This is an optimization exercise on Yosys and OpenROAD, whose aim is small area, not a production implementation.
The RTL was checked by simulation tests, not by an equivalence proof against the original design.
Power and IR drop assume default switching activity. No driver is modelled on the clock port, so clocking that relies on it looks cheaper here than on a real chip.

== run A ==
==> flow/design.v (excerpt) <==
module sha256_msg_padder #(
  parameter int MAX_NIB = 128,
  parameter int CNT_W   = 8
) (
  input  logic         clk,
  input  logic         rst_n,
  input  logic         in_valid,
  output logic         in_ready,
  input  logic [3:0]   in_nibble,
  input  logic         in_last,
  output logic         blk_valid,
  input  logic         blk_ready,
  output logic [511:0] blk_data,
  output logic         blk_last,
  output logic [63:0]  msg_bits,
  output logic         ovf,
  output logic [1:0]   dbg_state
);
  typedef enum logic [1:0] {
    COLLECT = 2'd0,
    MARK    = 2'd1,
    PAD     = 2'd2,
    OFFER   = 2'd3
  } phase_t;
  phase_t       phase;
  logic         sec;        
  logic [6:0]   cnt;        
  logic [7:0]   len;        
  logic         ovf_q;
  logic [511:0] sr;
  logic [7:0]   cnt_inc;
  logic         two;        
  logic         fin;        
  logic         nib_xfer;
  logic         shift;
  logic [3:0]   pad_nib;
  logic [3:0]   sh_in;
  logic         end_msg;
  assign cnt_inc  = {1'b0, cnt} + 8'd1;
  assign two      = len[7] | (&len[6:4]);
  assign fin      = sec | ~two;
  assign in_ready = (phase == COLLECT);
  assign nib_xfer = in_ready & in_valid;
  assign shift    = nib_xfer | (phase == MARK) | (phase == PAD);
  assign end_msg  = in_last | (&cnt);
  always_comb begin
    pad_nib = 4'h0;
    if (phase == MARK) begin
      pad_nib = 4'h8;
    end else if (fin) begin
      case (cnt[1:0])
        2'd1: pad_nib = {2'b00, len[7:6]};
        2'd2: pad_nib = len[5:2];
        2'd3: pad_nib = {len[1:0], 2'b00};
        default: pad_nib = 4'h0;
      endcase
      if (cnt[6:2] != 5'h1f) pad_nib = 4'h0;
    end
  end
  assign sh_in = (phase == COLLECT) ? in_nibble : pad_nib;
  always_ff @(posedge clk) begin
    if (shift) sr <= {sr[507:0], sh_in};
  end
  always_ff @(posedge clk) begin
    if (nib_xfer && end_msg) len <= cnt_inc;
  end
  ...
clock: 6.5 ns
lec_check: 0
cap_margin: 20
core_margin: 2
core_utilization: 70
cts_cluster_size: 30
slew_margin: 20
run.sh (not shown) runs the stock make flow with config.mk's settings and CLKGATE_MAP_FILE= SYNTH_SCRIPT=/design/flow/synth_recipe.tcl, a recipe that flattens the netlist after the stock synthesis.
Run A: it failed during I/O pin placement, and the tool reported PPL-0024.
Changes in run B relative to run A:
Settings: a deleted CTS_CLUSTER_SIZE that had been 30; a change of CORE_UTILIZATION from 70 to 40.
--- outcome ---
Run B reached the end of the flow, and the finished layout is clean on the timing, DRC and antenna checks.
Summary — vertical extent of the die, run B relative to run A: higher, by 31%.
Horizontal die dimension (run B vs. run A) increases by more than a quarter
Simple-gate area share of the yosys netlist came out exactly the same in run B and run A.
Of run B and run A, it is run B that has the lower initial standard-cell utilization of the core.
Setup changes, run B to run C
Settings: an added CORE_AREA of 2 2 170 170; a deleted CORE_UTILIZATION that had been 40; a deleted CORE_MARGIN that had been 2; an added DIE_AREA of 0 0 172 172.
==> flow/flow/run.sh (new file) <==
#!/bin/bash
# Standard layout, with the port buffers taken as the smallest buffer cell and
# a clock tree of larger sink clusters without dummy loads.
set -euo pipefail
export BUFFER_PORTS_ARGS="-buffer_cell sky130_fd_sc_hd__buf_1"
export CTS_ARGS="-sink_clustering_enable -repair_clock_nets -dont_use_dummy_load -sink_clustering_size 30 -sink_clustering_max_diameter 80 -buf_list sky130_fd_sc_hd__clkbuf_16"
bash standard.sh finish > standard.log 2>&1
==> flow/standard.sh (new file) <==
#!/bin/bash
# synth_recipe.tcl (not shown) runs the flow's synth.tcl, then flattens the netlist and writes it again
# the make line also repeats each setting of config.mk as NAME=value (left out here)
make -C /OpenROAD-flow-scripts/flow DESIGN_CONFIG=/design/flow/config.mk WORK_HOME=/design/flow/orfs CLKGATE_MAP_FILE= SYNTH_SCRIPT=/design/flow/synth_recipe.tcl "${@:-finish}"
removed: flow/run.sh
## What came out
A commonest non-fill, non-tap cell in the layout of buf_1 is what run C shows, while clkdlybuf4s50_1 belongs to run B. Taking run B as the reference, in run C clock tree buffer count of the final layout went down, number of tap cells inserted went down by 161, die area -14000 um^2, arrival time of data at the critical path endpoint now smaller, wire length down 4300 um. Between run B and run C, the flow reports pin count of the biggest net entering global routing increasing by more than half. Run B ended up with clkdlybuf4s50_1 as its critical path's slowest cell; run C ended up with ha_1.
Input-level comparison between run D and run C:
Settings: swapping 0 0 172 172 for 0 0 130 205 in DIE_AREA; swapping 2 2 170 170 for 2 2 128 203 in CORE_AREA.
==> flow/flow/run.sh <==
#!/bin/bash
# Standard layout, with the port buffers taken as the smallest buffer cell and
# a clock tree of larger sink clusters without dummy loads.
set -euo pipefail
export BUFFER_PORTS_ARGS="-buffer_cell sky130_fd_sc_hd__buf_1"
export CTS_ARGS="-sink_clustering_enable -repair_clock_nets -dont_use_dummy_load -sink_clustering_size 40 -sink_clustering_max_diameter 150 -buf_list sky130_fd_sc_hd__clkbuf_16"
bash standard.sh finish > standard.log 2>&1
Findings:
- The flow ran to completion for all of run C and run D but run D, which stopped partway.
- Run D did not run to completion, as it errored out during I/O pin placement.
- Number of enable-type register cells in the synthesized netlist: run C vs run D identical
- Measured against run D, the number of core rows of run C comes out at 0.836 times the reference value.
- Compared with run C, run D shows a vertical die dimension that is about 20% higher.
What run E does differently from run D at the input level:
Settings: clearing CORE_AREA, which used to be 2 2 128 203; clearing DIE_AREA, which used to be 0 0 130 205; putting CORE_UTILIZATION at 40 where nothing was set; putting CORE_MARGIN at 2 where nothing was set.
==> flow/flow/run.sh <==
#!/bin/bash
# Standard layout, with the port buffers taken as the smallest buffer cell.
set -euo pipefail
export BUFFER_PORTS_ARGS="-buffer_cell sky130_fd_sc_hd__buf_1"
bash standard.sh finish > standard.log 2>&1
==> run summary <==
- Run E was carried through to the last stage, and its layout satisfied the timing, DRC and antenna checks.
- In the metrics for run D and run E, the one carrying the lower die extent in x is run D.
- Reported for run D and run E, synthesized cell count turned out identical to the last digit.
- From run E to run D, simple-gate share of the synthesized area did not move at all.
- Going from run D to run E, y dimension of the die higher; sequential element share of the synthesized area roughly the same; number of library cell types mapped by synthesis roughly the same; row count higher; starting utilization of the core area lower.
- Re adder and majority cell fraction of the synthesized area: no difference whatsoever between run D and run E.
- Total standard cell area after synthesis essentially unchanged between run D and run E.

* * *

## tundra
Another version of the RTL of sha256_msg_padder (not shown whole).
Size: about 1300 cells after synthesis, ~530 flip-flops, roughly 0.017 mm2 of cells after synthesis.
clock: 6.5 ns
lec_check: 0
cap_margin: 20
core_area: 2 2 170 170
die_area: 0 0 172 172
slew_margin: 20
standard.sh (not shown) runs the stock make flow with config.mk's settings and CLKGATE_MAP_FILE= SYNTH_SCRIPT=/design/flow/synth_recipe.tcl, a recipe that flattens the netlist after the stock synthesis.
==> flow/flow/run.sh <==
#!/bin/bash
# Standard layout, with the port buffers taken as the smallest buffer cell and
# a clock tree of larger sink clusters without dummy loads.
set -euo pipefail
export BUFFER_PORTS_ARGS="-buffer_cell sky130_fd_sc_hd__buf_1"
export CTS_ARGS="-sink_clustering_enable -repair_clock_nets -dont_use_dummy_load -sink_clustering_size 34 -sink_clustering_max_diameter 90 -buf_list \"sky130_fd_sc_hd__clkbuf_4 sky130_fd_sc_hd__clkbuf_8 sky130_fd_sc_hd__clkbuf_16\""
bash standard.sh finish > standard.log 2>&1
tundra finished every step from synthesis to the final layout, and the layout passed the timing, DRC and antenna checks.
> inputs changed (tundra -> onyx)
- CORE_AREA: 2 2 170 170 -> 2 2 203 113
- DIE_AREA: 0 0 172 172 -> 0 0 205 115
==> flow/flow/run.sh <==
#!/bin/bash
# Standard layout, with the port buffers taken as the smallest buffer cell and
# a clock tree of larger sink clusters without dummy loads.
set -euo pipefail
export BUFFER_PORTS_ARGS="-buffer_cell sky130_fd_sc_hd__buf_1"
export CTS_ARGS="-sink_clustering_enable -repair_clock_nets -dont_use_dummy_load -sink_clustering_size 30 -sink_clustering_max_diameter 80 -buf_list sky130_fd_sc_hd__clkbuf_16"
bash standard.sh finish > standard.log 2>&1
==> run summary <==
Wire length the detailed router placed on met1 is higher on onyx. In onyx the first-pass detailed-route iteration total turned out 2 higher than in tundra. Buffer share of cell area: tundra vs onyx — no meaningful difference. The higher endpoint arrival time on the critical path came out of tundra. Worst setup slack is lower on onyx. Per the comparison of onyx with tundra, chip height fell about 33%; power +0.000076 W; overall fraction of global-route tracks in use went up. Between onyx and tundra, it is onyx whose wire length is higher, by 4.7%.
[inputs] yarrow vs onyx
- changing DIE_AREA from 0 0 205 115 to 0 0 172 172
- changing CORE_AREA from 2 2 203 113 to 2 2 170 170
==> flow/flow/run.sh <==
#!/bin/bash
# Standard layout, with the port buffers taken as the smallest buffer cell and
# a clock tree of larger sink clusters without dummy loads.
set -euo pipefail
export BUFFER_PORTS_ARGS="-buffer_cell sky130_fd_sc_hd__buf_1"
export CTS_ARGS="-sink_clustering_enable -repair_clock_nets -dont_use_dummy_load -sink_clustering_size 32 -sink_clustering_max_diameter 100 -buf_list sky130_fd_sc_hd__clkbuf_16"
bash standard.sh finish > standard.log 2>&1
Against onyx as the reference, yarrow delivers a lower routed length on met2. yarrow gives less hold slack than onyx did. Any difference in count of nets after finishing between onyx and yarrow is small enough to ignore. Register-to-register slack: yarrow vs onyx, no meaningful difference. Delta (yarrow minus onyx): sequential share of layout area fell by 0.19 points; setup slack rose by 12 ps; horizontal die dimension fell by about 16%; post-detailed-routing wire length fell by 4.8%.
What pepper does differently from yarrow at the input level:
==> flow/flow/run.sh <==
#!/bin/bash
# Standard layout, with the port buffers taken as the smallest buffer cell and
# a clock tree of larger sink clusters without dummy loads.
set -euo pipefail
export BUFFER_PORTS_ARGS="-buffer_cell sky130_fd_sc_hd__buf_1"
export CTS_ARGS="-sink_clustering_enable -repair_clock_nets -dont_use_dummy_load -sink_clustering_size 35 -sink_clustering_max_diameter 60 -buf_list sky130_fd_sc_hd__clkbuf_16"
bash standard.sh finish > standard.log 2>&1
==> comparison <==
pepper completed; timing, DRC and antenna clean
pepper consumes more power than yarrow does.
pepper: worst setup slack is 40 ps lower than what yarrow reported.
Sequential fraction of total cell area: pepper vs yarrow down 1.2 points
When the final numbers for yarrow and pepper were put side by side, the register-to-register setup slack turned out to be greater in pepper.
Comparing yarrow against pepper, there is no change at all in number of non-clock inverters in the layout.
Summary: global-route wire length before repair, pepper worse than yarrow
Of the two values seen for capture point of the worst path, sr[195]$_DFF_P_ was produced by pepper and sr[208]$_DFF_P_ by yarrow.
Setup changes, pepper to amber
==> flow/flow/run.sh <==
#!/bin/bash
# Standard layout, with the port buffers taken as the smallest buffer cell and
# a clock tree of larger sink clusters without dummy loads.
set -euo pipefail
export BUFFER_PORTS_ARGS="-buffer_cell sky130_fd_sc_hd__buf_1"
export CTS_ARGS="-sink_clustering_enable -repair_clock_nets -dont_use_dummy_load -sink_clustering_size 34 -sink_clustering_max_diameter 90 -buf_list sky130_fd_sc_hd__clkbuf_16 -root_buf sky130_fd_sc_hd__clkbuf_4"
bash standard.sh finish > standard.log 2>&1
--- outcome ---
- On area of the mapped netlist, amber tracks pepper almost exactly.
- Summary of amber over pepper: global-route wire length before repair shows a reduction of 1.1%; design area shows a reduction of 2.6%; power per cell area shows a reduction of about 10%; power dissipated by switching net loads shows a reduction of about 10%.
- pepper → amber: setup slack -73 ps, power -12%.
- Looking at global-route usage, amber sits 0.49 points lower than pepper does.
- Taking pepper as the reference point, the area growth from synthesis to final layout of amber falls by 2.9 points.
- As of amber, via count had fallen slightly compared to pepper.
- Clock latency on the worst-skew pair (higher): amber
Here is what was changed in the inputs of juniper compared with amber.
==> flow/flow/run.sh <==
#!/bin/bash
# Standard layout, with the port buffers taken as the smallest buffer cell and
# a clock tree of larger sink clusters without dummy loads.
set -euo pipefail
export BUFFER_PORTS_ARGS="-buffer_cell sky130_fd_sc_hd__buf_1"
export CTS_ARGS="-sink_clustering_enable -repair_clock_nets -dont_use_dummy_load -sink_clustering_size 40 -sink_clustering_max_diameter 50 -buf_list sky130_fd_sc_hd__clkbuf_16"
bash standard.sh finish > standard.log 2>&1
Findings:
In juniper relative to amber, power per cell area had gone up by more than 10%. Between juniper and amber, the relative contribution of the clock network to total power is lower for amber. Compared with amber, juniper shows a lower part of the power in registers. Number of global-route vias before repair for juniper is higher than for amber. juniper: final standard cell area without fillers is about 2.6% higher than what amber reported.

## port drivers added, routing unchanged
The flow's constraints put no driver on any port. The routed layouts listed below were extracted and timed again, unchanged, in two steps.
Step 1 sets driving cells, clkbuf_16 on the clock port and buf_2 on the other inputs (assumed; they add their load-dependent delay and slew).
Step 2, shift: input delay + t, output delay - t, t = (earliest + latest rising clock arrival at the registers) / 2. This alone moves slack from input paths to output paths.
Three values: ideal, step 1, step 2; two values: the first two.
| run | t (ns) | slack for setup (ns) | clock arrival spread, ns | worst data-port slew with drivers (ns) |
|---|---|---|---|---|
| run B | 0.629 | 2.890 / 2.841 / 2.513 | 0.020 / 0.021 | 0.05 |
| run C | 0.570 | 3.415 / 3.364 / 3.254 | 0.057 / 0.058 | 0.04 |
| run E | 0.617 | 3.076 / 3.076 / 2.522 | 0.014 / 0.015 | 0.04 |
| tundra | 0.573 | 3.546 / 3.551 / 2.979 | 0.032 / 0.033 | 0.06 |
| onyx | 0.574 | 3.528 / 3.478 / 2.950 | 0.020 / 0.020 | 0.07 |
| yarrow | 0.583 | 3.539 / 3.547 / 2.964 | 0.034 / 0.034 | 0.06 |
| pepper | 0.547 | 3.500 / 3.503 / 2.956 | 0.050 / 0.050 | 0.06 |
| amber | 0.784 | 3.427 / 3.378 / 2.979 | 0.032 / 0.033 | 0.06 |
| juniper | 0.556 | 3.492 / 3.499 / 2.943 | 0.038 / 0.037 | 0.06 |
After both steps setup and hold are still met in every run listed. The setup slack of onyx, which loses most, moves by -0.050 ns with the drivers and by -0.578 ns with both steps.
